Source: an optimization exercise on an open RTL-to-GDS flow (aim: small area). Production flows keep margins and buffers that such runs may drop.
Where RTL was checked, it was by simulation tests only, not by an equivalence proof against the original.
Function not checked in runs 2 and 5: the RTL went through the layout flow alone.
Power figures rest on the tool's default switching activity, not on a simulated workload.

`run.sh`:
```
#!/bin/bash
# synth_recipe.tcl (not shown) runs the flow's synth.tcl, then flattens the netlist and writes it again
# the make line also repeats each setting of config.mk as NAME=value (left out here)
make -C /OpenROAD-flow-scripts/flow DESIGN_CONFIG=/design/flow/config.mk WORK_HOME=/design/flow/orfs CLKGATE_MAP_FILE= SYNTH_SCRIPT=/design/flow/synth_recipe.tcl finish
```
`config.mk`:
```
export PLATFORM = sky130hd
export DESIGN_NAME = umi_packet_merge_multi
export DESIGN_NICKNAME = umi_packet_merge_multi
export VERILOG_FILES = /design/flow/design.v
export SDC_FILE = /design/flow/constraint.sdc
export NUM_CORES = 4
export LEC_CHECK = 0
export CAP_MARGIN = 20
export CORE_MARGIN = 2
export CORE_UTILIZATION = 40
export SLEW_MARGIN = 20
```
`constraint.sdc`:
```
create_clock -name core_clock -period 12.0 [get_ports {clk}]
set_input_delay 2.4000 -clock core_clock [delete_from_list [all_inputs] [get_ports {clk}]]
set_output_delay 2.4000 -clock core_clock [all_outputs]
set_load 0.01 [all_outputs]
```
`design.v`:
```
module umi_packet_merge_multi #(
  parameter int CW      = 32,
  parameter int AW      = 64,
  parameter int IDW     = 64,
  parameter int ODW     = 256,
  parameter int TIMEOUT = 16
) (
  input  logic           clk,
  input  logic           reset,
  input  logic           flush,
  input  logic           umi_in_valid,
  input  logic [CW-1:0]  umi_in_cmd,
  input  logic [AW-1:0]  umi_in_dstaddr,
  input  logic [AW-1:0]  umi_in_srcaddr,
  input  logic [IDW-1:0] umi_in_data,
  output logic           umi_in_ready,
  output logic           umi_out_valid,
  output logic [CW-1:0]  umi_out_cmd,
  output logic [AW-1:0]  umi_out_dstaddr,
  output logic [AW-1:0]  umi_out_srcaddr,
  output logic [ODW-1:0] umi_out_data,
  input  logic           umi_out_ready,
  output logic           busy
);
  localparam int OB = ODW / 8;    
  localparam int IB = IDW / 8;    
  logic           busy_q, full_q;
  logic [8:0]     hi_q;      
  logic           eom_q;     
  logic [5:0]     mid_q;     
  logic [7:0]     lo_q;      
  logic [4:0]     cm1_q;     
  logic [AW-1:0]  dst_q, src_q;
  logic [ODW-1:0] data_q;
  logic accum;
  assign accum = busy_q & ~full_q;
  logic [2:0] bm1;
  logic       in_eom, in_mergeable;
  always_comb begin
    case (umi_in_cmd[6:5])
      2'd0:    bm1 = umi_in_cmd[10:8];
      2'd1:    bm1 = {umi_in_cmd[9:8], 1'b1};
      2'd2:    bm1 = {umi_in_cmd[8], 2'b11};
      default: bm1 = 3'b111;
    endcase
  end
  assign in_eom       = umi_in_cmd[22];
  assign in_mergeable = ~umi_in_cmd[24] &
                        ((umi_in_cmd[4:0] == 5'h01) | (umi_in_cmd[4:0] == 5'h02) |
                         (umi_in_cmd[4:0] == 5'h03) | (umi_in_cmd[4:0] == 5'h04) |
                         (umi_in_cmd[4:0] == 5'h05) | (umi_in_cmd[4:0] == 5'h07));
  logic [4:0] cnt;
  logic [5:0] sum;
  logic       fields_eq, addr_eq, fits, match;
  assign cnt = cm1_q + 5'd1;
  assign sum = {1'b0, cm1_q} + {3'b000, bm1} + 6'd1;    
  assign fits = ~sum[5];
  assign fields_eq = (umi_in_cmd[31:23] == hi_q) &
                     (umi_in_cmd[21:16] == mid_q) &
                     (umi_in_cmd[7:0]   == lo_q);
  assign addr_eq   = (umi_in_dstaddr == dst_q + AW'(cnt)) &
                     (umi_in_srcaddr == src_q + AW'(cnt));
  assign match     = fields_eq & addr_eq & fits;
  logic load, absorb, take;
  assign load   = umi_in_valid & (~busy_q | (full_q & umi_out_ready));
  assign absorb = umi_in_valid & accum & match & ~flush;
  assign take   = load | absorb;
  assign umi_in_ready = ~reset & (~busy_q | (full_q ? umi_out_ready : (match & ~flush)));
  logic [4:0]     off, last;
  logic [IDW-1:0] rot;
  logic [OB-1:0]  wr, hold;
  logic [ODW-1:0] data_d;
  assign off  = accum ? cnt : 5'd0;
  assign last = off + {2'b00, bm1};
  always_comb begin
    for (int r = 0; r < IB; r++)
      rot[r*8 +: 8] = umi_in_data[((r - int'(off[2:0])) & (IB-1))*8 +: 8];
  end
  always_comb begin
    for (int j = 0; j < OB; j++) begin
      wr[j]   = take & (5'(j) >= off) & (5'(j) <= last);
      hold[j] = ~load & ~wr[j];
      data_d[j*8 +: 8] = ({8{wr[j]}} & rot[(j%IB)*8 +: 8]) |
                         ({8{hold[j]}} & data_q[j*8 +: 8]);
    end
  end
  always_ff @(posedge clk or posedge reset) begin
    if (reset) begin
      busy_q <= 1'b0;
      full_q <= 1'b0;
    end else if (load) begin
      busy_q <= 1'b1;
      full_q <= in_eom | ~in_mergeable;
    end else if (absorb) begin
      full_q <= in_eom | (sum[4:0] == 5'd31);
    end else if (accum) begin
      if (umi_in_valid | flush) full_q <= 1'b1;
    end else if (full_q & umi_out_ready) begin
      busy_q <= 1'b0;
      full_q <= 1'b0;
    end
  end
  always_ff @(posedge clk) begin
    if (load) begin
      hi_q  <= umi_in_cmd[31:23];
      mid_q <= umi_in_cmd[21:16];
      lo_q  <= umi_in_cmd[7:0];
      dst_q <= umi_in_dstaddr;
      src_q <= umi_in_srcaddr;
    end
    if (take) eom_q <= in_eom;
    if (load)        cm1_q <= {2'b00, bm1};
    else if (absorb) cm1_q <= sum[4:0];
    data_q <= data_d;
  end
  logic [4:0] len;
  assign len = cm1_q >> lo_q[6:5];
  assign umi_out_valid   = full_q;
  assign busy            = busy_q;
  assign umi_out_cmd     = {hi_q, eom_q, mid_q, 3'b000, len, lo_q};
  assign umi_out_dstaddr = dst_q;
  assign umi_out_srcaddr = src_q;
  assign umi_out_data    = data_q;
endmodule
```
==> results.sh, run 1 <==
export IMPL_status="no timing/DRC/antenna violations"
export IMPL_utilization_pct=54.9
export IMPL_ys_types=83
export IMPL_drive_gt1_share_pct=6.34
export IMPL_dp_hpwl_um=81000
export IMPL_hold_viol_final=0
export IMPL_wire_per_inst_um=25.3
export IMPL_dp_cells=3973
export IMPL_yosysSeqAreaShare_pct=40.1
export IMPL_clock_skew_ns=0.0167
export IMPL_fin_area_mm2=0.0333
export IMPL_placed_cell_area_mm2=0.0317
export IMPL_antenna_found_initial=19
export IMPL_cts_htree_levels=2
export IMPL_min_path_type="reg2reg"
export IMPL_required_ns=9.60
export IMPL_tightest_slew_ns=1.12
export IMPL_ir_worst_vdd_mv=0.110
export IMPL_io_pins=648
export IMPL_rows=90
export IMPL_slew_headroom_pct=23.0
export IMPL_fp_dieArea_mm2=0.0635
export IMPL_start_util_pct=40.6
export IMPL_layout_common_cells="clkdlybuf4s50_1 (639), nand2_1 (339), dfxtp_1 (258), o2bb2ai_1 (257), inv_1 (169)"
export IMPL_startpoint="umi_in_cmd[5]"
export IMPL_r2r_start="cm1_q[3]$_SDFFE_PP0P_"
export IMPL_routed_wl_um=103000
export IMPL_area_growth_pct=35.4
export IMPL_finalSetupViolations=0
export IMPL_critPathKind="in2out"
export IMPL_nets=3508
export IMPL_gp_congestion=0.934
export IMPL_grt_overflow=0
export IMPL_core_area_mm2=0.0606
export IMPL_end_kind="output pin"
export IMPL_cap_violations=0
export IMPL_fmax_ghz=0.100
export IMPL_leakage_nw=11.8
export IMPL_mostFrequentLayoutCell="clkdlybuf4s50_1"
export IMPL_regToRegSetupSlack_ns=4.84
export IMPL_rr_endpoint="data_q[125]$_DFF_P_"
export IMPL_grt_pass1_vias=22500
export IMPL_vias=23300
export IMPL_synth_edf_count=155
export IMPL_route_detailed_drc=0
export IMPL_grt_max_degree=188
export IMPL_worstPathMaxFanout=15
export IMPL_ys_flop_type="dfxtp_1"
export IMPL_clockBufferDepth=3
export IMPL_ctsHoldBuffers=0
export IMPL_cts_tree="done"
export IMPL_arrival_ns=7.57
export IMPL_die_x_um=252
export IMPL_period_share_pct=83.1
export IMPL_rr_worst_depth=15
export IMPL_netlist_area_mm2=0.0246
export IMPL_vias_per_cell=5.71
export IMPL_cts_sinks=415
export IMPL_grt_pass1_wl_um=151000
export IMPL_drt_initial_drc_count=1942
export IMPL_die_y_um=252
export IMPL_fin_setup_tns_ns=0
export IMPL_yosys_warnings=1
export IMPL_cts_buffers=48
export IMPL_stdcell_count=4081
export IMPL_slew_violations=0
export IMPL_rsz0062_at_grt="no"
export IMPL_track_usage_pct=31.5
export IMPL_crit_end="umi_in_ready"
export IMPL_dr_pass1_iters=6
export IMPL_clk_latency_ns=0.60
export IMPL_path_clk_slew_ns=0.06
export IMPL_portBuffers=639
export IMPL_avgSynthCellArea_um2=9.32
export IMPL_crit_path_start_kind="primary input"
export IMPL_synth_seq_cells=415
export IMPL_drtAntennaViolNets=0
export IMPL_post_cts_setup_buffers=0
export IMPL_postSynth_asyncResetShare_pct=0.482
export IMPL_cellPowerDensity_mw_per_mm2=173
export IMPL_cts_resized_gates=0
export IMPL_cts_root_buf="clkbuf_16"
export IMPL_synth_cells=2637
export IMPL_period_needed_ns=9.97
cell type report:
cell class / count / area (um2)
fillers: 5534 / 27300
multi-input cells: 1937 / 13500
repair buffers: 668 / 6630
inverters: 171 / 647
diodes: 18 / 45.0
clock buffers: 67 / 1430
well taps: 782 / 978
clock inverters: 23 / 156
flip-flops and latches: 415 / 9870
worst max-delay path, cell delays in order:
cell             delay (ns)
clkdlybuf4s50_1        0.60
inv_1                  0.10
ha_1                   0.24
a211o_1                0.29
a21oi_1                0.42
inv_1                  0.20
ha_1                   0.32
a21o_1                 0.17
a21o_1                 0.21
nand3_1                0.10
nand4_1                0.15
or3_1                  0.40
nor4_1                 0.42
nand4_4                0.13
buf_4                  0.30
nor4_1                 0.39
o21a_1                 0.18
clkdlybuf4s50_1        0.54
where the power goes:
part | switching, W | internal (W) | leakage (nW)
clock | 0.000633 | 0.000854 | 0.803
combinational | 0.00141 | 0.000963 | 7.37
sequential | 0.000194 | 0.00169 | 3.58
total | 0.00224 | 0.00351 | 11.8
per-stage QoR:
step | setup slack, ns | hold slack (ns) | total power (W)
2_1_floorplan | 3.94 | 0.467 | 0.00312
3_3_place_gp | 2.07 | 0.433 | 0.00422
3_5_place_dp | 2.06 | 0.436 | 0.00425
4_1_cts | 2.04 | 0.444 | 0.00574
5_1_grt | 1.78 | 0.454 | 0.00598
6_report | 2.03 | 0.442 | 0.00575
worst min path at each step:
stage,end,cells past startpoint,from
after floorplan,data_q[128]$_DFF_P_,2,data_q[128]$_DFF_P_
after global placement,data_q[158]$_DFF_P_,2,data_q[158]$_DFF_P_
after detailed placement,data_q[159]$_DFF_P_,2,data_q[159]$_DFF_P_
after CTS,data_q[159]$_DFF_P_,2,data_q[159]$_DFF_P_
after global routing,data_q[220]$_DFF_P_,2,data_q[220]$_DFF_P_
final,data_q[159]$_DFF_P_,2,data_q[159]$_DFF_P_
registers in the layout, summed over array words and instances (netlist names):
register and cells:
data_q 256, mid_q 6, cm1_q 5, full_q 1
hi_q 9, src_q 64, lo_q 8, busy_q 1
eom_q 1, dst_q 64
cells in the mapped netlist (7+ instances only):
cell	n	area, um2
a21oi_1	60	300
nand2_1	342	1280
buf_1	15	56.3
o21ai_0	19	95.1
o31ai_4	16	340
and4_1	24	210
nor2_1	159	597
buf_6	7	78.8
nand4_1	57	357
clkbuf_1	60	225
xnor2_1	153	1340
nand3_1	59	295
a211oi_1	15	113
buf_4	18	135
xor2_1	78	683
mux2_2	40	450
inv_1	171	642
edfxtp_1	155	4650
nor4_1	37	231
o211ai_1	22	165
o2111ai_1	8	70.1
or4_1	7	52.6
or3_1	8	50.1
a21o_1	11	82.6
nor3_1	35	175
ha_1	34	425
buf_2	16	80.1
a31oi_1	43	269
dfxtp_1	258	5160
mux2i_1	96	961
and2_1	163	1020
nor2b_1	19	119
and3_1	54	338
o2bb2ai_1	257	2250
metal layers:
metal	track usage, %	wire length, um	vias to the layer above	part of all wire, %
met4	11.0	3400	0	3.3
met3	5.55	7440	156	7.2
met2	51.2	48400	1028	47
met5	0	0	-	0
met1	42.1	44200	11400	43
li1	-	-	10800	-
cells by family after synthesis:
family	Yosys count	share of synthesized area (%)
AO/OA/AOI/OAI	508	17.0
XOR/XNOR	231	8.23
adder cells (fa/ha/maj)	38	2.06
buffers and inverters	287	4.95
flip-flops	415	40.1
multiplexers	137	5.83
other	1	0.0153
AND/OR/NAND/NOR	1020	21.8
==> run 2, diff against run 1 <==
--- a/design.v
+++ b/design.v
@@ -60,4 +60,16 @@
                      (umi_in_cmd[7:0]   == lo_q);
-  assign addr_eq   = (umi_in_dstaddr == dst_q + AW'(cnt)) &
-                     (umi_in_srcaddr == src_q + AW'(cnt));
+  logic [5:0]  dlo, slo;
+  logic [AW-1:5] dcy, scy;
+  assign dlo = {1'b0, dst_q[4:0]} + {1'b0, cnt};
+  assign slo = {1'b0, src_q[4:0]} + {1'b0, cnt};
+  always_comb begin
+    dcy[5] = dlo[5];
+    scy[5] = slo[5];
+    for (int i = 6; i < AW; i++) begin
+      dcy[i] = dcy[i-1] & dst_q[i-1];
+      scy[i] = scy[i-1] & src_q[i-1];
+    end
+  end
+  assign addr_eq   = (umi_in_dstaddr == {dst_q[AW-1:5] ^ dcy, dlo[4:0]}) &
+                     (umi_in_srcaddr == {src_q[AW-1:5] ^ scy, slo[4:0]});
   assign match     = fields_eq & addr_eq & fits;
@@ -74,6 +86,6 @@
   assign last = off + {2'b00, bm1};
-  always_comb begin
-    for (int r = 0; r < IB; r++)
-      rot[r*8 +: 8] = umi_in_data[((r - int'(off[2:0])) & (IB-1))*8 +: 8];
-  end
+  logic [IDW-1:0] rot1, rot2;
+  assign rot1 = off[0] ? {umi_in_data[IDW-9:0], umi_in_data[IDW-1:IDW-8]}  : umi_in_data;
+  assign rot2 = off[1] ? {rot1[IDW-17:0], rot1[IDW-1:IDW-16]} : rot1;
+  assign rot  = off[2] ? {rot2[IDW-33:0], rot2[IDW-1:IDW-32]} : rot2;
   always_comb begin
==> flow/run.sh (new file) <==
#!/bin/bash
# Standard layout, with plain buf_1 cells as the port buffers.
set -e
cp standard.sh standard_sh_copy.log
export BUFFER_PORTS_ARGS="-buffer_cell sky130_fd_sc_hd__buf_1"
bash standard.sh > standard.log 2>&1
==> standard.sh (new file) <==
#!/bin/bash
# synth_recipe.tcl (not shown) runs the flow's synth.tcl, then flattens the netlist and writes it again
# the make line also repeats each setting of config.mk as NAME=value (left out here)
make -C /OpenROAD-flow-scripts/flow DESIGN_CONFIG=/design/flow/config.mk WORK_HOME=/design/flow/orfs CLKGATE_MAP_FILE= SYNTH_SCRIPT=/design/flow/synth_recipe.tcl "${@:-finish}"
--- a/config.mk
+++ b/config.mk
@@ -9,3 +9,3 @@
 export CORE_MARGIN = 2
-export CORE_UTILIZATION = 40
+export CORE_UTILIZATION = 55
 export SLEW_MARGIN = 20
removed: run.sh
==> run 2 against run 1 <==
Compared with the run above:
- the layout now fails its checks (setup timing)
- non-clock buffer count up 114
- worst hold slack better by 0.015 ns
- design area down 14%
- final cell count down 29%
- clock power down 9%
==> results.sh, run 2 <==
export IMPL_status="failed layout checks"
export IMPL_failed_checks="setup timing"
export IMPL_fmax_ghz=0.0641
export IMPL_rr_worst_depth=77
export IMPL_path_common_cell="ha_4"
export IMPL_synth_top_area_cell="dfxtp_1"
export IMPL_slew_headroom_pct=9.74
export IMPL_grt_overflow=0
export IMPL_synthTopCellsByArea="dfxtp_1 (26%), edfxtp_1 (24%), mux2i_1 (13%), ha_1 (8.7%), o2bb2ai_1 (8.2%)"
export IMPL_end_kind="output pin"
export IMPL_synth_most_common_cell="dfxtp_1"
export IMPL_period_share_pct=130
export IMPL_drtAntennaViolNets=0
export IMPL_track_usage_pct=42.1
export IMPL_required_ns=9.60
export IMPL_dr_pass1_iters=7
export IMPL_netlist_area_mm2=0.0198
export IMPL_worstPathMaxFanout=3
export IMPL_yosys_warnings=1
export IMPL_arrival_ns=13.20
export IMPL_avgSynthCellArea_um2=12.1
export IMPL_yosysSeqAreaShare_pct=49.9
export IMPL_largest_register_ffs=256
export IMPL_critPathSlowestCell="edfxtp_1"
export IMPL_die_y_um=194
export IMPL_synth_seq_cells=415
export IMPL_vias_per_cell=6.15
export IMPL_dp_hpwl_um=63000
export IMPL_hold_viol_final=0
export IMPL_rows=69
export IMPL_switchingPower_w=0.00130
export IMPL_area_growth_pct=44.2
export IMPL_rsz0062_at_grt="yes"
export IMPL_p_int_w=0.00272
export IMPL_clock_skew_ns=0.0268
export IMPL_combPwrFrac_pct=23.7
export IMPL_core_area_mm2=0.0355
export IMPL_grt_pass1_wl_um=117000
export IMPL_cts_buffers=43
export IMPL_crit_path_start_kind="flip-flop"
export IMPL_portBuffers=639
export IMPL_finalSetupViolations=264
export IMPL_worst_slack_ns=-3.60
export IMPL_regToRegSetupSlack_ns=-1.51
export IMPL_drive_gt1_share_pct=23.0
export IMPL_die_x_um=194
export IMPL_min_to="data_q[0]$_DFF_P_"
export IMPL_cts_sinks=415
export IMPL_gp_congestion=0.987
export IMPL_crit_buf_inv=3
export IMPL_slew_violations=0
export IMPL_ys_flop_type="dfxtp_1"
export IMPL_regArea_mm2=0.00987
export IMPL_multiInputGateArea_mm2=0.0126
export IMPL_rr_endpoint="data_q[151]$_DFF_P_"
export IMPL_yosysTopAreaCellShare_pct=26.1
export IMPL_seqPwrFrac_pct=42.5
export IMPL_cts_htree_levels=2
export IMPL_largest_register="data_q"
export IMPL_cellPowerDensity_mw_per_mm2=141
export IMPL_mostFrequentLayoutCell="buf_1"
export IMPL_leakage_nw=10.4
export IMPL_vias=17900
export IMPL_r2r_start="cm1_q[1]$_DFFE_PP_"
export IMPL_route_detailed_drc=0
export IMPL_slowest_delay_ns=0.46
export IMPL_grt_max_degree=138
export IMPL_synth_cells=1638
export IMPL_nets=2785
export IMPL_critPathKind="reg2out"
export IMPL_cts_root_buf="clkbuf_16"
export IMPL_period_needed_ns=15.60
export IMPL_hold_depth=2
export IMPL_ir_worst_vdd_mv=0.159
export IMPL_routed_wl_um=83700
export IMPL_tightest_slew_ns=1.35
export IMPL_clkPwrFrac_pct=33.8
export IMPL_clk_latency_ns=0.59
export IMPL_antenna_found_initial=2
export IMPL_holdCritStartpoint="data_q[0]$_DFF_P_"
export IMPL_min_path_type="reg2reg"
export IMPL_synth_edf_count=155
export IMPL_fp_dieArea_mm2=0.0375
export IMPL_synthTopCellsByCount="dfxtp_1 (258), mux2i_1 (251), o2bb2ai_1 (186)"
export IMPL_swShare_pct=32.3
export IMPL_io_pins=648
export IMPL_drt_initial_drc_count=1258
export IMPL_critical_path_top_delay_family="adder cells"
export IMPL_path_clk_slew_ns=0.06
export IMPL_cts_tree="done"
export IMPL_cap_violations=0
export IMPL_postSynth_asyncResetShare_pct=0.482
export IMPL_cp_depth=76
export IMPL_grt_pass1_vias=18100
export IMPL_n_fill_cell=2114
export IMPL_start_util_pct=55.7
export IMPL_utilization_pct=80.3
export IMPL_clockBufferDepth=3
export IMPL_wire_per_inst_um=28.8
export IMPL_layout_common_cells="buf_1 (638), dfxtp_1 (258), mux2i_1 (251), edfxtp_1 (155), o2bb2ai_2 (133)"
export IMPL_whs_ns=0.457
export IMPL_ys_types=65
[run 2: cell count changes after synthesis, moves of 41 or more]
cell	change
nand2_1	-253
and2_1	-161
mux2i_1	+155
nor2_1	-134
inv_1	-119
ha_1	+103
xnor2_1	-100
o2bb2ai_1	-71
nand3_1	-53
and3_1	-52
a31oi_1	-42
nand4_1	-41
[run 2: metrics by stage]
step | area, um2 | cells | power [W] | setup TNS (ns) | worst slack (ns)
finish | 28500 | 2910 | 0.00402 | -332.69 | -3.60
global route | 28500 | 2910 | 0.00412 | -410.74 | -3.92
CTS | 27700 | 2901 | 0.00392 | -341.07 | -3.63
detailed placement | 24800 | 2788 | 0.00253 | -391.26 | -3.38
global placement | 24800 | 2788 | 0.00252 | -303.64 | -3.13
floorplan | 21200 | 1640 | 0.00216 | -205.18 | -2.46
[run 2: cell families (layout without fill, tap and decap cells)]
family	count (synthesis)	in the layout	share of synthesized area, %
compound gates	360	360	14.0
xor+xnor	125	125	5.69
fa+ha+maj	141	141	9.08
buf+inv	107	915	2.20
flops	415	415	49.9
mux	252	252	12.8
other cells	1	4	0.0190
simple gates	237	237	6.20
[run 2: worst max-delay path by stage]
stage / slack (ns) / start / to
after floorplan: -2.46 / cm1_q[1]$_DFFE_PP_ / umi_in_ready
after global placement: -3.13 / cm1_q[0]$_DFFE_PP_ / umi_in_ready
after detailed placement: -3.38 / cm1_q[1]$_DFFE_PP_ / umi_in_ready
after CTS: -3.63 / cm1_q[0]$_DFFE_PP_ / umi_in_ready
after global routing: -3.92 / cm1_q[1]$_DFFE_PP_ / umi_in_ready
final: -3.60 / cm1_q[1]$_DFFE_PP_ / umi_in_ready
[run 2: worst register-to-register path, delay by kind of cell, from the launching register on]
| family | cells | cell delay (ns) |
|---|---|---|
| multiplexers | 1 | 0.27 |
| adder cells (fa/ha/maj) | 60 | 9.70 |
| buffers and inverters | 4 | 0.58 |
| AO/OA/AOI/OAI | 4 | 0.80 |
| AND/OR/NAND/NOR | 7 | 1.45 |
| flip-flops | 1 | 0.46 |
| XOR/XNOR | 1 | 0.15 |
[run 2: layout make-up]
cell class | instances | share of cell area [%]
multi-input cells | 1118 | 44.1
diodes | 1 | 0.00878
clock inverters | 17 | 0.483
inverters | 55 | 0.768
repair buffers | 782 | 13.5
clock buffers | 61 | 4.48
well taps | 461 | 2.02
flip-flops and latches | 415 | 34.6
[run 2: layer usage]
| metal | vias to the layer above | GRT usage (%) | part of all wire [%] |
|---|---|---|---|
| met5 | - | 0 | 0.016 |
| met4 | 2 | 26.2 | 7.7 |
| met3 | 281 | 8.84 | 7.4 |
| met2 | 946 | 75.3 | 51 |
| met1 | 8872 | 45.3 | 34 |
| li1 | 7800 | - | - |
[run 2: power groups by stage]
| stage | Sequential (W) | Combinational [W] | Clock, W |
|---|---|---|---|
| finish | 0.00171 | 0.000952 | 0.00136 |
| global placement | 0.00171 | 0.000803 | 0 |
| CTS | 0.00169 | 0.000877 | 0.00135 |
| floorplan | 0.00176 | 0.000404 | 0 |
| detailed placement | 0.00172 | 0.000816 | 0 |
| global route | 0.00172 | 0.000997 | 0.00141 |
[run 2: repair_timing]
| action | CTS | global route |
|---|---|---|
| endpoints found under the setup margin | 264 | 264 |
| buffers inserted | 31 | 9 |
| hold buffers | 0 | 0 |
| gates cloned | 5 | 0 |
| gates resized for setup | 190 | 117 |
| pin swaps | 101 | 81 |
==> run 3, diff against run 2 <==
--- a/design.v
+++ b/design.v
@@ -1 +1,44 @@
+module umi_merge_addr_eq (
+  input  logic [63:0] a,
+  input  logic [63:0] q,
+  input  logic [4:0]  cnt,
+  output logic        eq
+);
+  logic [5:0]  lo;
+  logic [63:5] cy;
+  logic [7:0]  blk;    
+  assign lo = {1'b0, q[4:0]} + {1'b0, cnt};
+  always_comb begin
+    blk[0] = lo[5];
+    for (int k = 1; k < 8; k++)
+      blk[k] = blk[k-1] & (&q[5+8*(k-1) +: 8]);
+    for (int i = 5; i < 64; i++) begin
+      if ((i - 5) % 8 == 0) cy[i] = blk[(i-5)/8];
+      else                  cy[i] = cy[i-1] & q[i-1];
+    end
+  end
+  assign eq = (a == {q[63:5] ^ cy, lo[4:0]});
+endmodule
+module umi_merge_rot (
+  input  logic [63:0] d,
+  input  logic [2:0]  b,
+  output logic [63:0] r
+);
+  logic [63:0] r1, r2;
+  assign r1 = b[0] ? {d[55:0],  d[63:56]} : d;
+  assign r2 = b[1] ? {r1[47:0], r1[63:48]} : r1;
+  assign r  = b[2] ? {r2[31:0], r2[63:32]} : r2;
+endmodule
+module umi_merge_dnext (
+  input  logic [31:0]  wr,
+  input  logic [31:0]  hold,
+  input  logic [63:0]  rot,
+  input  logic [255:0] q,
+  output logic [255:0] d
+);
+  always_comb begin
+    for (int j = 0; j < 32; j++)
+      d[j*8 +: 8] = ({8{wr[j]}} & rot[(j%8)*8 +: 8]) | ({8{hold[j]}} & q[j*8 +: 8]);
+  end
+endmodule
 module umi_packet_merge_multi #(
@@ -25,3 +68,2 @@
   localparam int OB = ODW / 8;    
-  localparam int IB = IDW / 8;    
   logic           busy_q, full_q;
@@ -53,5 +95,5 @@
   logic [5:0] sum;
-  logic       fields_eq, addr_eq, fits, match;
-  assign cnt = cm1_q + 5'd1;
-  assign sum = {1'b0, cm1_q} + {3'b000, bm1} + 6'd1;    
+  logic       fields_eq, dst_eq, src_eq, fits, match;
+  assign cnt  = cm1_q + 5'd1;
+  assign sum  = {1'b0, cm1_q} + {3'b000, bm1} + 6'd1;    
   assign fits = ~sum[5];
@@ -60,17 +102,5 @@
                      (umi_in_cmd[7:0]   == lo_q);
-  logic [5:0]  dlo, slo;
-  logic [AW-1:5] dcy, scy;
-  assign dlo = {1'b0, dst_q[4:0]} + {1'b0, cnt};
-  assign slo = {1'b0, src_q[4:0]} + {1'b0, cnt};
-  always_comb begin
-    dcy[5] = dlo[5];
-    scy[5] = slo[5];
-    for (int i = 6; i < AW; i++) begin
-      dcy[i] = dcy[i-1] & dst_q[i-1];
-      scy[i] = scy[i-1] & src_q[i-1];
-    end
-  end
-  assign addr_eq   = (umi_in_dstaddr == {dst_q[AW-1:5] ^ dcy, dlo[4:0]}) &
-                     (umi_in_srcaddr == {src_q[AW-1:5] ^ scy, slo[4:0]});
-  assign match     = fields_eq & addr_eq & fits;
+  umi_merge_addr_eq u_dst_eq (.a(umi_in_dstaddr), .q(dst_q), .cnt(cnt), .eq(dst_eq));
+  umi_merge_addr_eq u_src_eq (.a(umi_in_srcaddr), .q(src_q), .cnt(cnt), .eq(src_eq));
+  assign match = fields_eq & dst_eq & src_eq & fits;
   logic load, absorb, take;
@@ -86,6 +116,3 @@
   assign last = off + {2'b00, bm1};
-  logic [IDW-1:0] rot1, rot2;
-  assign rot1 = off[0] ? {umi_in_data[IDW-9:0], umi_in_data[IDW-1:IDW-8]}  : umi_in_data;
-  assign rot2 = off[1] ? {rot1[IDW-17:0], rot1[IDW-1:IDW-16]} : rot1;
-  assign rot  = off[2] ? {rot2[IDW-33:0], rot2[IDW-1:IDW-32]} : rot2;
+  umi_merge_rot u_rot (.d(umi_in_data), .b(off[2:0]), .r(rot));
   always_comb begin
@@ -94,6 +121,5 @@
       hold[j] = ~load & ~wr[j];
-      data_d[j*8 +: 8] = ({8{wr[j]}} & rot[(j%IB)*8 +: 8]) |
-                         ({8{hold[j]}} & data_q[j*8 +: 8]);
     end
   end
+  umi_merge_dnext u_dnext (.wr(wr), .hold(hold), .rot(rot), .q(data_q), .d(data_d));
   always_ff @(posedge clk or posedge reset) begin
==> flow/run.sh (replaced) <==
#!/bin/bash
# Standard layout, with plain buf_1 cells as the port buffers and a clock
# tree built without dummy loads.
set -e
cp standard.sh standard_sh_copy.log
export BUFFER_PORTS_ARGS="-buffer_cell sky130_fd_sc_hd__buf_1"
export CTS_ARGS="-sink_clustering_enable -repair_clock_nets -dont_use_dummy_load -buf_list {sky130_fd_sc_hd__clkbuf_4 sky130_fd_sc_hd__clkbuf_8}"
bash standard.sh > standard.log 2>&1
--- a/config.mk
+++ b/config.mk
@@ -9,3 +9,6 @@
 export CORE_MARGIN = 2
-export CORE_UTILIZATION = 55
+export CORE_UTILIZATION = 65
+export CTS_BUF_LIST = sky130_fd_sc_hd__clkbuf_4 sky130_fd_sc_hd__clkbuf_8
 export SLEW_MARGIN = 20
+export SYNTH_HIERARCHICAL = 1
+export SYNTH_MINIMUM_KEEP_SIZE = 0
==> run 3 against run 2 <==
Compared with the run above:
- sequential share of layout area rose by 7.0 points
- critical endpoint unchanged
- critical path type unchanged
- synthesized area rose by 3.6%
- now clean on timing, DRC and antenna
- synthesized cell count fell by 4.3%
- highest routed layer unchanged
==> results.sh, run 3 <==
export IMPL_min_path_type="reg2reg"
export IMPL_slew_headroom_pct=24.0
export IMPL_netlist_area_mm2=0.0205
export IMPL_n_fill_cell=2130
export IMPL_cap_violations=0
export IMPL_ir_worst_vdd_mv=0.134
export IMPL_critPathKind="reg2out"
export IMPL_yosysSeqAreaShare_pct=48.2
export IMPL_status="no timing/DRC/antenna violations"
export IMPL_required_ns=9.60
export IMPL_worst_slack_ns=1.91
export IMPL_yosysTopAreaCellShare_pct=25.2
export IMPL_cts_sinks=415
export IMPL_grt_overflow=0
export IMPL_critPathSlowestCell="edfxtp_1"
export IMPL_period_needed_ns=10.09
export IMPL_clockBufferDepth=3
export IMPL_die_x_um=182
export IMPL_r2r_start="cm1_q[0]$_DFFE_PP_"
export IMPL_core_area_mm2=0.0308
export IMPL_path_clk_slew_ns=0.05
export IMPL_tightest_slew_ns=1.14
export IMPL_place_ws_ns=2.61
export IMPL_io_pins=648
export IMPL_fin_setup_tns_ns=0
export IMPL_worstPathMaxFanout=8
export IMPL_cts_root_buf="clkbuf_8"
export IMPL_multiInputGateArea_mm2=0.00979
export IMPL_drtAntennaViolNets=0
export IMPL_crit_path_start_kind="flip-flop"
export IMPL_ctsHoldBuffers=0
export IMPL_whs_ns=0.464
export IMPL_cts_tree="done"
export IMPL_fp_dieArea_mm2=0.0329
export IMPL_routed_wl_um=69500
export IMPL_synth_seq_cells=415
export IMPL_utilization_pct=76.8
export IMPL_wire_per_inst_um=26.9
export IMPL_leakage_nw=8.67
export IMPL_regArea_mm2=0.00987
export IMPL_synthTopCellsByCount="dfxtp_1 (258), a22o_1 (256), edfxtp_1 (155)"
export IMPL_cellPowerDensity_mw_per_mm2=174
export IMPL_synth_most_common_cell="dfxtp_1"
export IMPL_synth_cells=1568
export IMPL_critical_path_top_delay_family="simple AND/OR/NAND/NOR gates"
export IMPL_mostFrequentLayoutCell="buf_1"
export IMPL_drive_gt1_share_pct=10.2
export IMPL_route_detailed_drc=0
export IMPL_postSynth_asyncResetShare_pct=0.482
export IMPL_gp_congestion=0.975
export IMPL_avgSynthCellArea_um2=13.1
export IMPL_vias=16800
export IMPL_rr_worst_depth=28
export IMPL_rows=64
export IMPL_yosys_warnings=9
export IMPL_clk_latency_ns=0.59
export IMPL_rsz0062_at_grt="no"
export IMPL_path_common_cell="ha_1"
export IMPL_drt_initial_drc_count=1533
export IMPL_die_y_um=182
export IMPL_grt_max_degree=97
export IMPL_cts_htree_levels=3
export IMPL_synth_top_area_cell="dfxtp_1"
export IMPL_grt_pass1_vias=16400
export IMPL_portBuffers=639
export IMPL_largest_register_ffs=256
export IMPL_largest_register="data_q"
export IMPL_dp_hpwl_um=55200
export IMPL_antenna_found_initial=11
export IMPL_slew_violations=0
export IMPL_fmax_ghz=0.0991
export IMPL_vias_per_cell=6.52
export IMPL_ys_types=69
export IMPL_cts_buffers=67
export IMPL_rr_endpoint="data_q[224]$_DFF_P_"
export IMPL_track_usage_pct=40.9
export IMPL_crit_buf_inv=2
export IMPL_hold_depth=1
export IMPL_design_power_total_w=0.00411
export IMPL_min_to="data_q[151]$_DFF_P_"
export IMPL_synth_edf_count=155
export IMPL_post_cts_setup_buffers=0
export IMPL_end_kind="output pin"
export IMPL_clock_skew_ns=0.0409
export IMPL_area_growth_pct=15.6
export IMPL_ys_flop_type="dfxtp_1"
export IMPL_grt_pass1_wl_um=101000
export IMPL_regToRegSetupSlack_ns=3.61
export IMPL_finalSetupViolations=0
export IMPL_dr_pass1_iters=5
export IMPL_slowest_delay_ns=0.54
export IMPL_period_share_pct=84.1
export IMPL_synthTopCellsByArea="dfxtp_1 (25%), edfxtp_1 (23%), a22o_1 (11%), ha_1 (7.5%), xnor2_1 (6.2%)"
export IMPL_cts_resized_gates=0
export IMPL_nets=2539
export IMPL_layout_common_cells="buf_1 (639), dfxtp_1 (258), a22o_1 (256), edfxtp_1 (155), xnor2_1 (146)"
export IMPL_arrival_ns=7.69
export IMPL_holdCritStartpoint="data_q[151]$_DFF_P_"
export IMPL_hold_viol_final=0
export IMPL_start_util_pct=66.4
-- run 3: changes by cell type after synthesis, moves of 43 or more --
cell       change
buf_2         +43
mux2i_1      -246
o2bb2ai_1    -186
xnor2_1       +93
nand2_1       -61
mux4_2        +54
mux2_2        +65
a22o_1       +256
-- run 3: how the worst max path moves through the flow --
stage	from	end	slack, ns	cells after the start
CTS	cm1_q[0]$_DFFE_PP_	umi_in_ready	1.94	28
detailed placement	cm1_q[0]$_DFFE_PP_	umi_in_ready	2.61	28
global placement	cm1_q[0]$_DFFE_PP_	umi_in_ready	2.70	28
floorplan	cm1_q[0]$_DFFE_PP_	umi_in_ready	4.10	27
finish	cm1_q[0]$_DFFE_PP_	umi_in_ready	1.91	28
global route	cm1_q[0]$_DFFE_PP_	umi_in_ready	1.45	27
-- run 3: final cells by class --
class | instances | share of cell area (%)
Antenna cell | 7 | 0.0740
Timing Repair Buffer | 648 | 10.5
Sequential cell | 415 | 41.7
Tap cell | 396 | 2.09
Multi-Input combinational cell | 1025 | 41.3
Clock buffer | 67 | 3.89
Inverter | 26 | 0.433
-- run 3: worst reg2reg max path, delay by kind of cell, from the launching register on --
| kind | cells | cell delay [ns] |
|---|---|---|
| AND/OR/NAND/NOR | 11 | 2.77 |
| buffers and inverters | 1 | 0.23 |
| XOR/XNOR | 2 | 0.48 |
| AO/OA/AOI/OAI | 5 | 2.16 |
| adder cells (fa/ha/maj) | 9 | 2.09 |
| flip-flops | 1 | 0.54 |
-- run 3: logic make-up (layout without fill, tap and decap cells) --
| kind of cell | after synthesis | count (layout) | synth area share, % |
|---|---|---|---|
| adder cells (fa/ha/maj) | 127 | 127 | 7.91 |
| buffers and inverters | 130 | 741 | 4.29 |
| AO/OA/AOI/OAI | 349 | 349 | 14.4 |
| other | 1 | 10 | 0.0183 |
| multiplexers | 136 | 136 | 11.2 |
| XOR/XNOR | 185 | 185 | 7.95 |
| flip-flops | 415 | 415 | 48.2 |
| AND/OR/NAND/NOR | 225 | 225 | 6.03 |
-- run 3: layer usage --
layer | vias to the layer above | global-route usage (%) | share of wire [%]
met5 | - | 0 | 0.062
met4 | 8 | 24.4 | 6.8
met3 | 249 | 11.4 | 9.3
met2 | 1015 | 68.7 | 48
met1 | 8255 | 46.7 | 36
li1 | 7314 | - | -
-- run 3: per-module statistics from Yosys, one instance, submodules excluded --
module / cell area [um2] / copies in the design / flops+latches / cells inside
umi_merge_addr_eq: 1730 / 2 / 0 / 193
umi_packet_merge_multi: 11900 / 1 / 415 / 713
umi_merge_dnext: 2760 / 1 / 0 / 320
umi_merge_rot: 2360 / 1 / 0 / 149
-- run 3: power breakdown --
group,internal (W),leakage (nW),switching [W]
Clock,0.000494,0.482,0.000499
Sequential,0.00167,3.57,0.000129
Combinational,0.000502,4.62,0.000819
Total,0.00267,8.67,0.00145
-- run 3: metrics by stage --
| stage | cell area [um2] | cells |
|---|---|---|
| after floorplan | 20500 | 1570 |
| after global placement | 22700 | 2509 |
| after detailed placement | 22700 | 2509 |
| after CTS | 23600 | 2576 |
| after global routing | 23700 | 2582 |
| final | 23700 | 2584 |
==> run 4, diff against run 3 <==
==> flow/run.sh (replaced) <==
#!/bin/bash
# Standard layout, with plain buf_1 cells as the port buffers.
set -e
cp standard.sh standard_sh_copy.log
export BUFFER_PORTS_ARGS="-buffer_cell sky130_fd_sc_hd__buf_1"
bash standard.sh > standard.log 2>&1
--- a/config.mk
+++ b/config.mk
@@ -9,3 +9,3 @@
 export CORE_MARGIN = 2
-export CORE_UTILIZATION = 65
+export CORE_UTILIZATION = 55
 export CTS_BUF_LIST = sky130_fd_sc_hd__clkbuf_4 sky130_fd_sc_hd__clkbuf_8
==> run 4 against run 3 <==
Compared with the run above:
- non-clock buffer count up 1
- final cell count up 5.0%
- first-iteration DRC count down 30%
- routed wire length about the same
- worst setup slack better by 0.015 ns
- global-route usage down 5.8 points
- largest cell class unchanged
- die area up 18%
- clock-buffer cell count up 41
- utilization down 11 points
==> results.sh, run 4 <==
export IMPL_crit_end="umi_in_ready"
export IMPL_cts_sinks=415
export IMPL_mostFrequentLayoutCell="buf_1"
export IMPL_vias_per_cell=6.05
export IMPL_fp_dieArea_mm2=0.0388
export IMPL_post_cts_setup_buffers=0
export IMPL_end_kind="output pin"
export IMPL_routed_wl_um=69500
export IMPL_critPathKind="reg2out"
export IMPL_dr_pass1_iters=5
export IMPL_ys_flop_type="dfxtp_1"
export IMPL_postSynth_asyncResetShare_pct=0.482
export IMPL_hold_viol_final=0
export IMPL_fin_setup_tns_ns=0
export IMPL_die_x_um=197
export IMPL_nets=2542
export IMPL_wl_met1_um=26200
export IMPL_cap_violations=0
export IMPL_drtAntennaViolNets=0
export IMPL_portBuffers=639
export IMPL_synth_cells=1568
export IMPL_slowest_delay_ns=0.53
export IMPL_antenna_found_initial=11
export IMPL_cts_buffers=69
export IMPL_regToRegSetupSlack_ns=3.71
export IMPL_met2WireLength_um=34800
export IMPL_start_util_pct=55.9
export IMPL_grt_overflow=0
export IMPL_worstPathMaxFanout=8
export IMPL_arrival_ns=7.68
export IMPL_tightest_slew_ns=1.11
export IMPL_clockBufferDepth=3
export IMPL_yosys_warnings=9
export IMPL_yosysTopAreaCellShare_pct=25.2
export IMPL_die_y_um=197
export IMPL_fin_area_mm2=0.0242
export IMPL_ctsHoldBuffers=0
export IMPL_fmax_ghz=0.0992
export IMPL_required_ns=9.60
export IMPL_drt_initial_drc_count=1077
export IMPL_path_clk_slew_ns=0.06
export IMPL_cts_resized_gates=0
export IMPL_vias=16400
export IMPL_routed_top_layer="met5"
export IMPL_r2r_start="cm1_q[0]$_DFFE_PP_"
export IMPL_wire_per_inst_um=25.6
export IMPL_min_path_type="reg2reg"
export IMPL_cts_root_buf="clkbuf_8"
export IMPL_synth_seq_cells=415
export IMPL_cts_tree="done"
export IMPL_grt_pass1_wl_um=101000
export IMPL_area_growth_pct=18.3
export IMPL_yosysSeqAreaShare_pct=48.2
export IMPL_slew_headroom_pct=25.9
export IMPL_critPathSlowestCell="edfxtp_1"
export IMPL_rr_worst_depth=28
export IMPL_io_pins=648
export IMPL_track_usage_pct=35.1
export IMPL_cellPowerDensity_mw_per_mm2=181
export IMPL_synthTopCellsByCount="dfxtp_1 (258), a22o_1 (256), edfxtp_1 (155)"
export IMPL_drive_gt1_share_pct=12.3
export IMPL_ir_worst_vdd_mv=0.102
export IMPL_ys_types=69
export IMPL_finalSetupViolations=0
export IMPL_slew_violations=0
export IMPL_largest_register_ffs=256
export IMPL_grt_pass1_vias=16100
export IMPL_layout_common_cells="buf_1 (639), dfxtp_1 (258), a22o_1 (256), edfxtp_1 (155), xnor2_1 (146)"
export IMPL_gp_congestion=0.926
export IMPL_period_share_pct=84.0
export IMPL_avgSynthCellArea_um2=13.1
export IMPL_startpoint="cm1_q[0]$_DFFE_PP_"
export IMPL_route_detailed_drc=0
export IMPL_placed_cell_area_mm2=0.0228
export IMPL_period_needed_ns=10.08
export IMPL_clock_skew_ns=0.0237
export IMPL_path_common_cell="ha_1"
export IMPL_synth_top_area_cell="dfxtp_1"
export IMPL_rsz0062_at_grt="no"
export IMPL_synth_most_common_cell="dfxtp_1"
export IMPL_leakage_nw=8.93
export IMPL_crit_path_start_kind="flip-flop"
export IMPL_netlist_area_mm2=0.0205
export IMPL_synthTopCellsByArea="dfxtp_1 (25%), edfxtp_1 (23%), a22o_1 (11%), ha_1 (7.5%), xnor2_1 (6.2%)"
export IMPL_design_power_total_w=0.00438
export IMPL_dr_wl_met3_um=5840
export IMPL_clk_latency_ns=0.64
export IMPL_rr_endpoint="data_q[206]$_DFF_P_"
export IMPL_largest_register="data_q"
export IMPL_cts_htree_levels=3
export IMPL_synth_edf_count=155
export IMPL_rows=70
export IMPL_utilization_pct=66.2
export IMPL_grt_max_degree=102
export IMPL_dp_hpwl_um=55100
export IMPL_status="no timing/DRC/antenna violations"
export IMPL_core_area_mm2=0.0366
## run 4: changes by cell type in the layout (fill, tap and decap cells not counted), sizes merged
cell      before  now
diode          7    5
clkinv         0    8
clkinvlp       0    3
clkbuf        67  108
buf          648  649
inv           26   31
## run 4: area by class of cell
type,instances,area [um2]
Antenna cell,5,12.5
Inverter,26,103
Clock inverter,16,101
Fill cell,2998,12400
Tap cell,468,586
Clock buffer,108,1290
Timing Repair Buffer,649,2500
Sequential cell,415,9870
Multi-Input combinational cell,1025,9770
## run 4: worst max-delay path, delay by kind of cell, from the launching register on
family	cells	cell delay (ns)
AND/OR/NAND/NOR	12	3.00
adder cells (fa/ha/maj)	9	2.10
flip-flops	1	0.53
XOR/XNOR	2	0.50
buffers and inverters	2	0.48
AO/OA/AOI/OAI	3	0.43
## run 4: power breakdown
part	switching, W	internal, W	total [W]
Combinational	0.000811	0.000501	0.00131
Clock	0.000584	0.000686	0.00127
Sequential	0.000128	0.00167	0.00180
## run 4: per-layer routing
layer  GRT usage, %  up-vias
met2           60.8      750
met4           14.3       10
met3           9.19      158
li1               -     7370
met5              0        -
met1           41.4     8127
## run 4: Yosys stat by module, one instance, submodules excluded
module,cell area [um2],times used,flops+latches,cells
umi_packet_merge_multi,11900,1,415,713
umi_merge_dnext,2760,1,0,320
umi_merge_rot,2360,1,0,149
umi_merge_addr_eq,1730,2,0,193
## run 4: cell families after synthesis
family | after synthesis | share of synthesized area (%)
buf+inv | 130 | 4.29
simple gates | 225 | 6.03
xor+xnor | 185 | 7.95
fa+ha+maj | 127 | 7.91
compound gates | 349 | 14.4
mux | 136 | 11.2
other cells | 1 | 0.0183
flops | 415 | 48.2
## run 4: how the worst min path moves through the flow
stage,from,end,slack [ns],depth (start not counted)
CTS,data_q[39]$_DFF_P_,data_q[39]$_DFF_P_,0.47,1
floorplan,data_q[102]$_DFF_P_,data_q[102]$_DFF_P_,0.51,1
global placement,data_q[208]$_DFF_P_,data_q[208]$_DFF_P_,0.45,1
detailed placement,data_q[175]$_DFF_P_,data_q[175]$_DFF_P_,0.45,1
global route,data_q[23]$_DFF_P_,data_q[23]$_DFF_P_,0.48,1
finish,data_q[119]$_DFF_P_,data_q[119]$_DFF_P_,0.47,1
## run 4: stage by stage
stage	instances	hold WS (ns)	worst slack, ns
6_report	2712	0.469	1.92
5_1_grt	2708	0.481	1.49
4_1_cts	2706	0.470	1.91
3_5_place_dp	2582	0.451	2.65
3_3_place_gp	2582	0.451	2.67
2_1_floorplan	1570	0.511	4.10
==> run 5, diff against run 4 <==
--- a/design.v
+++ b/design.v
@@ -110,3 +110,3 @@
   assign umi_in_ready = ~reset & (~busy_q | (full_q ? umi_out_ready : (match & ~flush)));
-  logic [4:0]     off, last;
+  logic [4:0]     off;
   logic [IDW-1:0] rot;
@@ -115,7 +115,18 @@
   assign off  = accum ? cnt : 5'd0;
-  assign last = off + {2'b00, bm1};
   umi_merge_rot u_rot (.d(umi_in_data), .b(off[2:0]), .r(rot));
+  logic [3:0] wend;
+  logic [7:0] in_a, in_b;
+  logic [3:0] lane_a, lane_b;
+  assign wend = {1'b0, off[2:0]} + {1'b0, bm1};
   always_comb begin
+    for (int r = 0; r < 8; r++) begin
+      in_a[r] = (3'(r) >= off[2:0]) & (4'(r) <= wend);
+      in_b[r] = (4'(r + 8) <= wend);
+    end
+    for (int q = 0; q < 4; q++) begin
+      lane_a[q] = take & (off[4:3] == 2'(q));
+      lane_b[q] = take & (off[4:3] == 2'(q - 1)) & (q != 0);
+    end
     for (int j = 0; j < OB; j++) begin
-      wr[j]   = take & (5'(j) >= off) & (5'(j) <= last);
+      wr[j]   = (lane_a[j/8] & in_a[j%8]) | (lane_b[j/8] & in_b[j%8]);
       hold[j] = ~load & ~wr[j];
==> flow/run.sh (replaced) <==
#!/bin/bash
# Standard layout, with plain buf_1 cells as the port buffers and a clock
# tree of small clusters of clkbuf_4 built without dummy loads.
set -e
cp standard.sh standard_sh_copy.log
export BUFFER_PORTS_ARGS="-buffer_cell sky130_fd_sc_hd__buf_1"
export CTS_ARGS="-sink_clustering_enable -repair_clock_nets -dont_use_dummy_load -buf_list {sky130_fd_sc_hd__clkbuf_4} -sink_clustering_size 8 -sink_clustering_max_diameter 50"
bash standard.sh > standard.log 2>&1
--- a/config.mk
+++ b/config.mk
@@ -9,4 +9,6 @@
 export CORE_MARGIN = 2
-export CORE_UTILIZATION = 55
-export CTS_BUF_LIST = sky130_fd_sc_hd__clkbuf_4 sky130_fd_sc_hd__clkbuf_8
+export CORE_UTILIZATION = 65
+export CTS_BUF_LIST = sky130_fd_sc_hd__clkbuf_4
+export CTS_CLUSTER_DIAMETER = 50
+export CTS_CLUSTER_SIZE = 8
 export SLEW_MARGIN = 20
==> run 5 against run 4 <==
Compared with the run above:
- critical endpoint unchanged
- clock power decreased by 46%
- still clean
- largest power group is now combinational logic
- worst hold slack improved by 0.0053 ns
- die area decreased by 16%
- via count decreased by 0.23%
- worst setup slack improved by 0.065 ns
- sequential power increased by 4%
- design area decreased by 5.1%
- global-route usage increased by 5.3 points
==> results.sh, run 5 <==
export IMPL_avgSynthCellArea_um2=13.2
export IMPL_drive_gt1_share_pct=10.1
export IMPL_largest_register="data_q"
export IMPL_yosysSeqAreaShare_pct=48.5
export IMPL_slew_headroom_pct=28.8
export IMPL_finalSetupViolations=0
export IMPL_multiInputGateArea_mm2=0.00963
export IMPL_yosysTopAreaCellShare_pct=25.4
export IMPL_crit_end="umi_in_ready"
export IMPL_cts_root_buf="clkbuf_4"
export IMPL_ir_worst_vdd_mv=0.126
export IMPL_min_path_type="reg2reg"
export IMPL_leakage_nw=8.37
export IMPL_start_util_pct=66.2
export IMPL_grt_overflow=0
export IMPL_grt_pass1_vias=15800
export IMPL_mostFrequentLayoutCell="buf_1"
export IMPL_grt_pass1_wl_um=99500
export IMPL_synth_seq_cells=415
export IMPL_critPathKind="reg2out"
export IMPL_rows=64
export IMPL_wl_met1_um=24400
export IMPL_postSynth_asyncResetShare_pct=0.482
export IMPL_rr_endpoint="data_q[55]$_DFF_P_"
export IMPL_hold_viol_final=0
export IMPL_rsz0062_at_grt="no"
export IMPL_portBuffers=639
export IMPL_clock_skew_ns=0.0706
export IMPL_route_detailed_drc=0
export IMPL_area_growth_pct=12.9
export IMPL_antenna_found_initial=17
export IMPL_routed_wl_um=68300
export IMPL_fin_area_mm2=0.0230
export IMPL_dr_wl_met3_um=6710
export IMPL_gp_congestion=0.950
export IMPL_arrival_ns=7.61
export IMPL_grt_max_degree=112
export IMPL_cts_sinks=415
export IMPL_cellPowerDensity_mw_per_mm2=195
export IMPL_worstPathMaxFanout=12
export IMPL_synth_top_area_cell="dfxtp_1"
export IMPL_wire_per_inst_um=26.8
export IMPL_crit_path_start_kind="flip-flop"
export IMPL_r2r_start="cm1_q[0]$_DFFE_PP_"
export IMPL_tightest_slew_ns=1.07
export IMPL_rr_worst_depth=27
export IMPL_clk_latency_ns=0.76
export IMPL_routed_top_layer="met5"
export IMPL_cts_tree="done"
export IMPL_ctsHoldBuffers=0
export IMPL_slew_violations=0
export IMPL_clockBufferDepth=3
export IMPL_dr_pass1_iters=6
export IMPL_regToRegSetupSlack_ns=3.25
export IMPL_layout_common_cells="buf_1 (639), a22o_1 (258), dfxtp_1 (258), xnor2_1 (166), edfxtp_1 (155)"
export IMPL_cts_htree_levels=2
export IMPL_end_kind="output pin"
export IMPL_path_clk_slew_ns=0.10
export IMPL_drtAntennaViolNets=0
export IMPL_placed_cell_area_mm2=0.0225
export IMPL_core_area_mm2=0.0307
export IMPL_post_cts_setup_buffers=0
export IMPL_yosys_warnings=9
export IMPL_cap_violations=0
export IMPL_synth_cells=1541
export IMPL_dp_hpwl_um=54400
export IMPL_cts_resized_gates=0
export IMPL_met2WireLength_um=32900
export IMPL_fp_dieArea_mm2=0.0328
export IMPL_fin_setup_tns_ns=0
export IMPL_largest_register_ffs=256
export IMPL_die_y_um=181
export IMPL_ys_flop_type="dfxtp_1"
export IMPL_io_pins=648
export IMPL_synth_edf_count=155
export IMPL_drt_initial_drc_count=1560
export IMPL_nets=2497
export IMPL_status="no timing/DRC/antenna violations"
export IMPL_n_fill_cell=2175
export IMPL_startpoint="cm1_q[0]$_DFFE_PP_"
export IMPL_track_usage_pct=40.4
export IMPL_netlist_area_mm2=0.0204
export IMPL_fmax_ghz=0.0999
export IMPL_die_x_um=181
export IMPL_regArea_mm2=0.00987
export IMPL_vias_per_cell=6.42
export IMPL_ys_types=57
export IMPL_cts_buffers=59
export IMPL_synthTopCellsByCount="a22o_1 (258), dfxtp_1 (258), xnor2_1 (166)"
export IMPL_required_ns=9.60
export IMPL_period_share_pct=83.4
export IMPL_vias=16400
export IMPL_period_needed_ns=10.01
export IMPL_synthTopCellsByArea="dfxtp_1 (25%), edfxtp_1 (23%), a22o_1 (11%), ha_1 (7.6%), xnor2_1 (7.1%)"
-- run 5: logic make-up after synthesis --
group / count (synthesis) / share of synthesized area (%)
other: 1 / 0.0184
xor gates and xnor gates: 181 / 7.82
muxes: 137 / 11.3
DFF: 415 / 48.5
and+or+nand+nor: 208 / 6.08
buffers and inverters: 129 / 4.41
adders and majority gates: 127 / 7.95
AOI/OAI and AO/OA: 343 / 13.9
-- run 5: final cells by class --
type	count	area share (%)
Antenna cell	16	0.174
Multi-Input combinational cell	999	41.9
Clock buffer	59	1.93
Inverter	23	0.403
Timing Repair Buffer	643	10.6
Sequential cell	415	42.9
Tap cell	396	2.15
-- run 5: report_power, final --
group	leakage, nW	internal [W]	switching, W
logic	4.54	0.000719	0.00120
registers	3.56	0.00172	0.000161
clock network	0.272	0.000224	0.000459
total	8.37	0.00266	0.00182
-- run 5: through the flow --
stage               hold WS (ns)  std cells  worst slack [ns]  utilization [%]  total power (W)
finish                     0.474       2551              1.99             74.8          0.00448
global route               0.484       2543              1.42             74.7          0.00466
global placement           0.450       2476              2.92             73.2          0.00375
CTS                        0.476       2535              1.98             74.6          0.00445
floorplan                  0.511       1543              4.05                -          0.00319
detailed placement         0.450       2476              2.85             73.2          0.00378
-- run 5: Yosys stat by module (local to each module, per instance) --
module                  flops+latches  times used  cell area [um2]  cells
umi_merge_dnext                     0           1             2760    320
umi_merge_rot                       0           1             2360    149
umi_packet_merge_multi            415           1            11800    686
umi_merge_addr_eq                   0           2             1730    193
-- run 5: metal layers --
metal / up-vias / track usage (%)
met4: 12 / 21.6
met1: 8004 / 46.9
met5: - / 0
li1: 7185 / -
met3: 229 / 11.2
met2: 948 / 68.3
-- run 5: how the worst min path moves through the flow --
stage	to	start	cells past startpoint
3_3_place_gp	data_q[159]$_DFF_P_	data_q[159]$_DFF_P_	1
2_1_floorplan	data_q[102]$_DFF_P_	data_q[102]$_DFF_P_	1
4_1_cts	data_q[159]$_DFF_P_	data_q[159]$_DFF_P_	1
3_5_place_dp	data_q[196]$_DFF_P_	data_q[196]$_DFF_P_	1
6_report	data_q[159]$_DFF_P_	data_q[159]$_DFF_P_	1
5_1_grt	data_q[39]$_DFF_P_	data_q[39]$_DFF_P_	1
-- run 5: critical path, stage by stage, from the launching register on --
cell and delay (ns):
edfxtp_1 0.62, ha_1 0.26, nand3_1 0.12, xor2_2 0.75, inv_2 0.16, ha_1 0.38, a21oi_1 0.17, o21ai_1 0.14
and3_1 0.26, and2_1 0.18, ha_1 0.19, ha_1 0.18, ha_1 0.18, ha_1 0.18, ha_1 0.19, ha_1 0.28
xnor2_1 0.24, nand4_1 0.13, nor4_1 0.48, nand4_1 0.25, nor4_2 0.19, and3b_1 0.22, nand4_1 0.10, a311oi_1 0.47
a31oi_1 0.15, nor2_1 0.12, buf_1 0.27
==> run 6, diff against run 5 <==
--- a/design.v
+++ b/design.v
@@ -42,2 +42,13 @@
   end
+endmodule
+module umi_merge_hold #(
+  parameter int W = 1
+) (
+  input  logic         wr,
+  input  logic         hold,
+  input  logic [W-1:0] a,
+  input  logic [W-1:0] q,
+  output logic [W-1:0] d
+);
+  assign d = ({W{wr}} & a) | ({W{hold}} & q);
 endmodule
@@ -151,10 +162,10 @@
   end
+  logic [151:0] hdr_q, hdr_d;
+  assign hdr_q = {hi_q, mid_q, lo_q, dst_q, src_q};
+  umi_merge_hold #(.W(152)) u_hdr (
+    .wr(load), .hold(~load),
+    .a({umi_in_cmd[31:23], umi_in_cmd[21:16], umi_in_cmd[7:0], umi_in_dstaddr, umi_in_srcaddr}),
+    .q(hdr_q), .d(hdr_d));
   always_ff @(posedge clk) begin
-    if (load) begin
-      hi_q  <= umi_in_cmd[31:23];
-      mid_q <= umi_in_cmd[21:16];
-      lo_q  <= umi_in_cmd[7:0];
-      dst_q <= umi_in_dstaddr;
-      src_q <= umi_in_srcaddr;
-    end
+    {hi_q, mid_q, lo_q, dst_q, src_q} <= hdr_d;
     if (take) eom_q <= in_eom;
==> run 6 against run 5 <==
Compared with the run above:
- non-clock buffer count is 4 higher
- critical path depth is 1 higher
- sequential share of layout area is 6.3 points lower
- clock power is 0.9% lower
- power is 31% higher
- die area is 0.57% higher
- sequential cell count stayed put
- global-route usage is 1.1 points higher
- critical endpoint unchanged
==> results.sh, run 6 <==
export IMPL_status="no timing/DRC/antenna violations"
export IMPL_clock_skew_ns=0.0832
export IMPL_layout_common_cells="buf_1 (639), a22o_1 (409), dfxtp_1 (409), xnor2_1 (165), ha_1 (123)"
export IMPL_period_needed_ns=9.83
export IMPL_path_common_cell="ha_1"
export IMPL_grt_max_degree=105
export IMPL_finalSetupViolations=0
export IMPL_largest_register="data_q"
export IMPL_vias=17800
export IMPL_period_share_pct=81.9
export IMPL_slew_violations=0
export IMPL_gp_congestion=0.975
export IMPL_track_usage_pct=41.5
export IMPL_io_pins=648
export IMPL_rows=64
export IMPL_slew_headroom_pct=30.9
export IMPL_dr_pass1_iters=7
export IMPL_routed_wl_um=71100
export IMPL_min_to="data_q[46]$_DFF_P_"
export IMPL_portBuffers=639
export IMPL_regArea_mm2=0.00836
export IMPL_crit_path_start_kind="flip-flop"
export IMPL_drtAntennaViolNets=0
export IMPL_route_detailed_drc=0
export IMPL_clockBufferDepth=3
export IMPL_worstPathMaxFanout=12
export IMPL_yosys_warnings=10
export IMPL_largest_register_ffs=256
export IMPL_utilization_pct=74.1
export IMPL_cts_buffers=58
export IMPL_fmax_ghz=0.102
export IMPL_rr_endpoint="data_q[237]$_DFF_P_"
export IMPL_netlist_area_mm2=0.0205
export IMPL_hold_depth=1
export IMPL_mostFrequentLayoutCell="buf_1"
export IMPL_regToRegSetupSlack_ns=3.92
export IMPL_synth_cells=1726
export IMPL_ir_worst_vdd_mv=0.161
export IMPL_path_clk_slew_ns=0.10
export IMPL_end_kind="output pin"
export IMPL_n_fill_cell=2328
export IMPL_tightest_slew_ns=1.03
export IMPL_arrival_ns=7.43
export IMPL_die_x_um=182
export IMPL_cellPowerDensity_mw_per_mm2=257
export IMPL_critPathKind="reg2out"
export IMPL_fin_setup_tns_ns=0
export IMPL_cts_root_buf="clkbuf_4"
export IMPL_grt_pass1_vias=17000
export IMPL_avgSynthCellArea_um2=11.9
export IMPL_clk_latency_ns=0.75
export IMPL_cap_violations=0
export IMPL_grt_pass1_wl_um=105000
export IMPL_cts_sinks=415
export IMPL_vias_per_cell=6.58
export IMPL_drive_gt1_share_pct=9.77
export IMPL_nets=2650
export IMPL_post_cts_setup_buffers=0
export IMPL_ctsHoldBuffers=0
export IMPL_grt_overflow=0
export IMPL_hold_viol_final=0
export IMPL_critPathSlowestCell="xor2_2"
export IMPL_fp_dieArea_mm2=0.0329
export IMPL_wire_per_inst_um=26.3
export IMPL_die_y_um=182
export IMPL_leakage_nw=9.01
export IMPL_area_growth_pct=11.6
export IMPL_required_ns=9.60
export IMPL_multiInputGateArea_mm2=0.0110
export IMPL_drt_initial_drc_count=1681
export IMPL_cts_tree="done"
export IMPL_min_path_type="reg2reg"
export IMPL_start_util_pct=66.4
export IMPL_core_area_mm2=0.0308
export IMPL_rr_worst_depth=29
export IMPL_rsz0062_at_grt="no"
export IMPL_slowest_delay_ns=0.72
export IMPL_antenna_found_initial=16
export IMPL_cts_htree_levels=2
export IMPL_holdCritStartpoint="data_q[46]$_DFF_P_"
export IMPL_dp_hpwl_um=55800
export IMPL_r2r_start="cm1_q[0]$_DFFE_PP_"
export IMPL_cts_resized_gates=0
-- run 6: metal layers --
metal  up-vias  global-route usage (%)  share of wire [%]
li1       7794                       -                  -
met1      8651                    48.7                 36
met2      1061                    67.7                 47
met3       266                    9.93                9.6
met4         8                    28.1                7.8
met5         -                       0              0.073
-- run 6: critical path: cells and delay by family, from the launching register on --
family          cells  cell delay (ns)
compound gates      4             0.73
xor+xnor            2             0.97
fa+ha+maj           9             2.07
buf+inv             2             0.49
flops               1             0.58
simple gates       10             1.84
-- run 6: how the worst max path moves through the flow --
stage | from | end | slack, ns
final | cm1_q[0]$_DFFE_PP_ | umi_in_ready | 2.17
after global routing | cm1_q[0]$_DFFE_PP_ | umi_in_ready | 1.88
after CTS | cm1_q[0]$_DFFE_PP_ | umi_in_ready | 2.21
after detailed placement | cm1_q[0]$_DFFE_PP_ | umi_in_ready | 3.02
after global placement | cm1_q[0]$_DFFE_PP_ | umi_in_ready | 3.11
after floorplan | cm1_q[1]$_DFFE_PP_ | umi_in_ready | 4.73
-- run 6: area by class of cell --
cell class | count | share of cell area (%)
Timing Repair Buffer | 647 | 10.8
Clock buffer | 58 | 1.91
Antenna cell | 13 | 0.142
Tap cell | 396 | 2.17
Multi-Input combinational cell | 1149 | 48.0
Sequential cell | 415 | 36.6
Inverter | 23 | 0.405
-- run 6: through the flow --
step                      power [W]  area (um2)  setup WS, ns  instances  hold WS [ns]
after floorplan             0.00418       20500          4.73       1728         0.511
final                       0.00587       22900          2.17       2701         0.473
after global placement      0.00507       22400          3.11       2629         0.453
after CTS                   0.00581       22800          2.21       2687         0.477
after detailed placement    0.00515       22400          3.02       2629         0.451
after global routing        0.00615       22800          1.88       2698         0.488
-- run 6: report_power, final --
part,internal [W],leakage [nW],switching [W]
Sequential,0.00182,3.42,0.000427
Combinational,0.00120,5.32,0.00174
Clock,0.000220,0.267,0.000456

## port drivers added, routing unchanged
In the flow no input, the clock included, has a driving cell. The finished layouts below were timed again as built, in two steps. Step 1 assumes that a clkbuf_16 drives the clock port and a buf_2 every other input. Step 2 times the ports against the registers' clock, not the clock port: input delays grow and output delays shrink by t, the midpoint of the rising clock arrivals with the driver on. Slacks: ideal / step 1 / step 2; pairs: ideal / step 1.
| run | t (ns) | setup WS [ns] | worst data-port slew with drivers (ns) |
|---|---|---|---|
| run 1 | 0.655 | 2.029 / 1.996 / 1.996 | 0.12 |
| run 2 | 0.635 | -3.601 / -3.659 / -3.023 | 0.12 |
| run 3 | 0.615 | 1.908 / 1.861 / 2.476 | 0.13 |
| run 4 | 0.686 | 1.923 / 1.869 / 2.556 | 0.12 |
| run 5 | 0.777 | 1.987 / 1.934 / 2.711 | 0.13 |
| run 6 | 0.766 | 2.170 / 2.117 / 2.883 | 0.14 |
The setup slack of run 1, which loses most, moves by -0.033 ns with the drivers and by -0.033 ns with both steps.
